Background: an optimization exercise with open tools, aiming at small area and a short achievable clock period. Do not read the settings as production practice.
Function was checked by simulation only, so behaviour that the tests miss may differ from the original.
Power is estimated from default activity; no workload was simulated.

onyx:
Design mem_responder, start of the top module:
module mem_responder (
  input  logic        clk,
  input  logic        reset_n,
  input  logic        mem_read,
  input  logic        mem_write,
  input  logic [15:0] mem_address,
  input  logic [15:0] mem_wdata,
  input  logic [1:0]  mem_byte_enable,
  output logic [15:0] mem_rdata,
  output logic        mem_resp,
  output logic        mem_busy
);
  localparam int NR = 32;
  localparam int NS = 8;
  logic        r_busy, r_resp;         
  logic        r_idle, r_w1, r_w2;     
  logic        r_cmt;                  
  logic        r_wr;
  logic [7:0]  r_idx;
  logic [NR-1:0] r_roh [2];   
  logic [15:0] r_wdata;
  logic [1:0]  r_be;
  logic [15:0] r_rdata;
  logic [15:0] r_rs;       
  logic [2:0]  r_ph;
  logic [7:0]  a_idx, b_idx;
  logic [15:0] a_data, b_data;
  logic [1:0]  a_be, b_be;
  logic [3:0]  a_lo, b_lo;    
  logic [15:0] a_hb, b_hb;    
  logic [3:0]  r_qk [2];   
  logic [1:0]  r_qa, r_qb;   
  logic [1:0]  r_qs;       
  logic [15:0] r_m [NR][NS];
  logic        w_live;
  logic        w_req;
  logic        w_resp;
  logic        w_idle_n;
  logic        w_commit;
  logic [7:0]  w_na_idx, w_nb_idx;
  logic [1:0]  w_na_be, w_nb_be;
  logic [7:0]  w_nidx;
  logic [1:0]  w_abm;
  logic        w_rt, w_at, w_bt;
  logic [15:0] w_na_hb, w_nb_hb;
  logic [2:0]  w_nrs;
  logic [1:0]  w_nfa, w_nfb;
  logic [15:0] w_rs, w_rdata;
  assign mem_busy  = r_busy;
  assign mem_resp  = r_resp;
  assign mem_rdata = r_rdata;
  assign w_live   = r_wr ? mem_write : mem_read;
  assign w_req    = mem_read | mem_write;
  assign w_resp   = ~r_idle & ~r_w1 & ~r_w2;
  assign w_idle_n = r_idle ? ~w_req : (w_resp | ~w_live);
  ...
For scale: ~4300 flip-flops.
make LEC_CHECK=0 ABC_CLOCK_PERIOD_IN_PS=2000 CAP_MARGIN=20 CORE_MARGIN=2 CORE_UTILIZATION=66 CTS_CLUSTER_DIAMETER=70 CTS_CLUSTER_SIZE=24 SETUP_SLACK_MARGIN=3.0 SLEW_MARGIN=20 SYNTH_HIERARCHICAL=1 SYNTH_MEMORY_MAX_BITS=8192 SYNTH_MINIMUM_KEEP_SIZE=0 finish   # period 5.0 ns
run.sh (not shown) runs the stock make flow with config.mk's settings and CLKGATE_MAP_FILE= SYNTH_SCRIPT=/design/flow/synth_recipe.tcl, a recipe that flattens the netlist after the stock synthesis.
Here is what was changed in the inputs of lagoon compared with onyx.
# onyx
export LEC_CHECK = 0
export ABC_CLOCK_PERIOD_IN_PS = 2000
export CAP_MARGIN = 20
export CORE_MARGIN = 2
export CORE_UTILIZATION = 66
export CTS_CLUSTER_DIAMETER = 70
export CTS_CLUSTER_SIZE = 24
export SETUP_SLACK_MARGIN = 3.0
export SLEW_MARGIN = 20
export SYNTH_HIERARCHICAL = 1
export SYNTH_MEMORY_MAX_BITS = 8192
export SYNTH_MINIMUM_KEEP_SIZE = 0
create_clock -name core_clock -period 5.0 [get_ports {clk}]
# lagoon
export LEC_CHECK = 0
export ABC_CLOCK_PERIOD_IN_PS = 2000
export CAP_MARGIN = 20
export CORE_MARGIN = 2
export CORE_UTILIZATION = 70
export CTS_CLUSTER_DIAMETER = 70
export CTS_CLUSTER_SIZE = 24
export SETUP_SLACK_MARGIN = 2.7
export SLEW_MARGIN = 20
export SYNTH_HIERARCHICAL = 1
export SYNTH_MEMORY_MAX_BITS = 8192
export SYNTH_MINIMUM_KEEP_SIZE = 0
create_clock -name core_clock -period 5.0 [get_ports {clk}]
--- outcome ---
lagoon: no failed stages, no open violations at the end
lagoon against onyx: die area saw a decrease, global-route usage saw an increase, clock share of power saw an increase, total power saw a decrease.
In the tables for lagoon and onyx, final critical-path setup slack reads higher with lagoon.
onyx → lagoon: final cell count without fillers now sits lower, sequential share of layout area now sits higher, post-synthesis mux area share now sits at about the same level.
In lagoon the maximum frequency from static timing analysis turned out 2.2% higher than in onyx.
Of lagoon and onyx, the lower routability-driven placement congestion ratio belongs to onyx.
### lagoon -> maple
# lagoon
export LEC_CHECK = 0
export ABC_CLOCK_PERIOD_IN_PS = 2000
export CAP_MARGIN = 20
export CORE_MARGIN = 2
export CORE_UTILIZATION = 70
export CTS_CLUSTER_DIAMETER = 70
export CTS_CLUSTER_SIZE = 24
export SETUP_SLACK_MARGIN = 2.7
export SLEW_MARGIN = 20
export SYNTH_HIERARCHICAL = 1
export SYNTH_MEMORY_MAX_BITS = 8192
export SYNTH_MINIMUM_KEEP_SIZE = 0
create_clock -name core_clock -period 5.0 [get_ports {clk}]
# maple
export LEC_CHECK = 0
export ABC_CLOCK_PERIOD_IN_PS = 2000
export CAP_MARGIN = 20
export CORE_MARGIN = 2
export CORE_UTILIZATION = 62
export CTS_CLUSTER_DIAMETER = 70
export CTS_CLUSTER_SIZE = 24
export SETUP_SLACK_MARGIN = 2.7
export SLEW_MARGIN = 20
export SYNTH_HIERARCHICAL = 1
export SYNTH_MEMORY_MAX_BITS = 8192
export SYNTH_MINIMUM_KEEP_SIZE = 0
create_clock -name core_clock -period 5.0 [get_ports {clk}]
==> notes.md <==
maple finished end to end and its layout was clean on timing, DRC and antenna.
Changes observed in maple relative to lagoon: final area moved up; period utilization -2.5 points; post-synth design cell area held steady; global-route usage over all layers down 4.0 points.

==> static timing again, ports no longer ideal <==
The flow's constraints put no driver on any port. The routed layouts listed below were extracted and timed again, unchanged, in two steps. Step 1, drivers: a clkbuf_16 drives clk and a buf_2 each remaining input, both assumed. Step 2 times the ports against the registers' clock, not the clock port: input delays grow and output delays shrink by t, the midpoint of the rising clock arrivals with the driver on. Slacks: no drivers / after step 1 / after step 2; pairs: no drivers / after step 1.
run	shift t [ns]	slack for setup (ns)	worst setup path at the end
onyx	0.944	2.249 / 2.249 / 1.888	input to register
lagoon	0.930	2.307 / 2.307 / 1.757	input to register
maple	0.950	2.433 / 2.433 / 1.925	input to register
After both steps every run listed still meets setup and hold. For lagoon, which loses most, drivers alone change the setup slack by 0.000 ns; drivers and shift together by -0.550 ns.
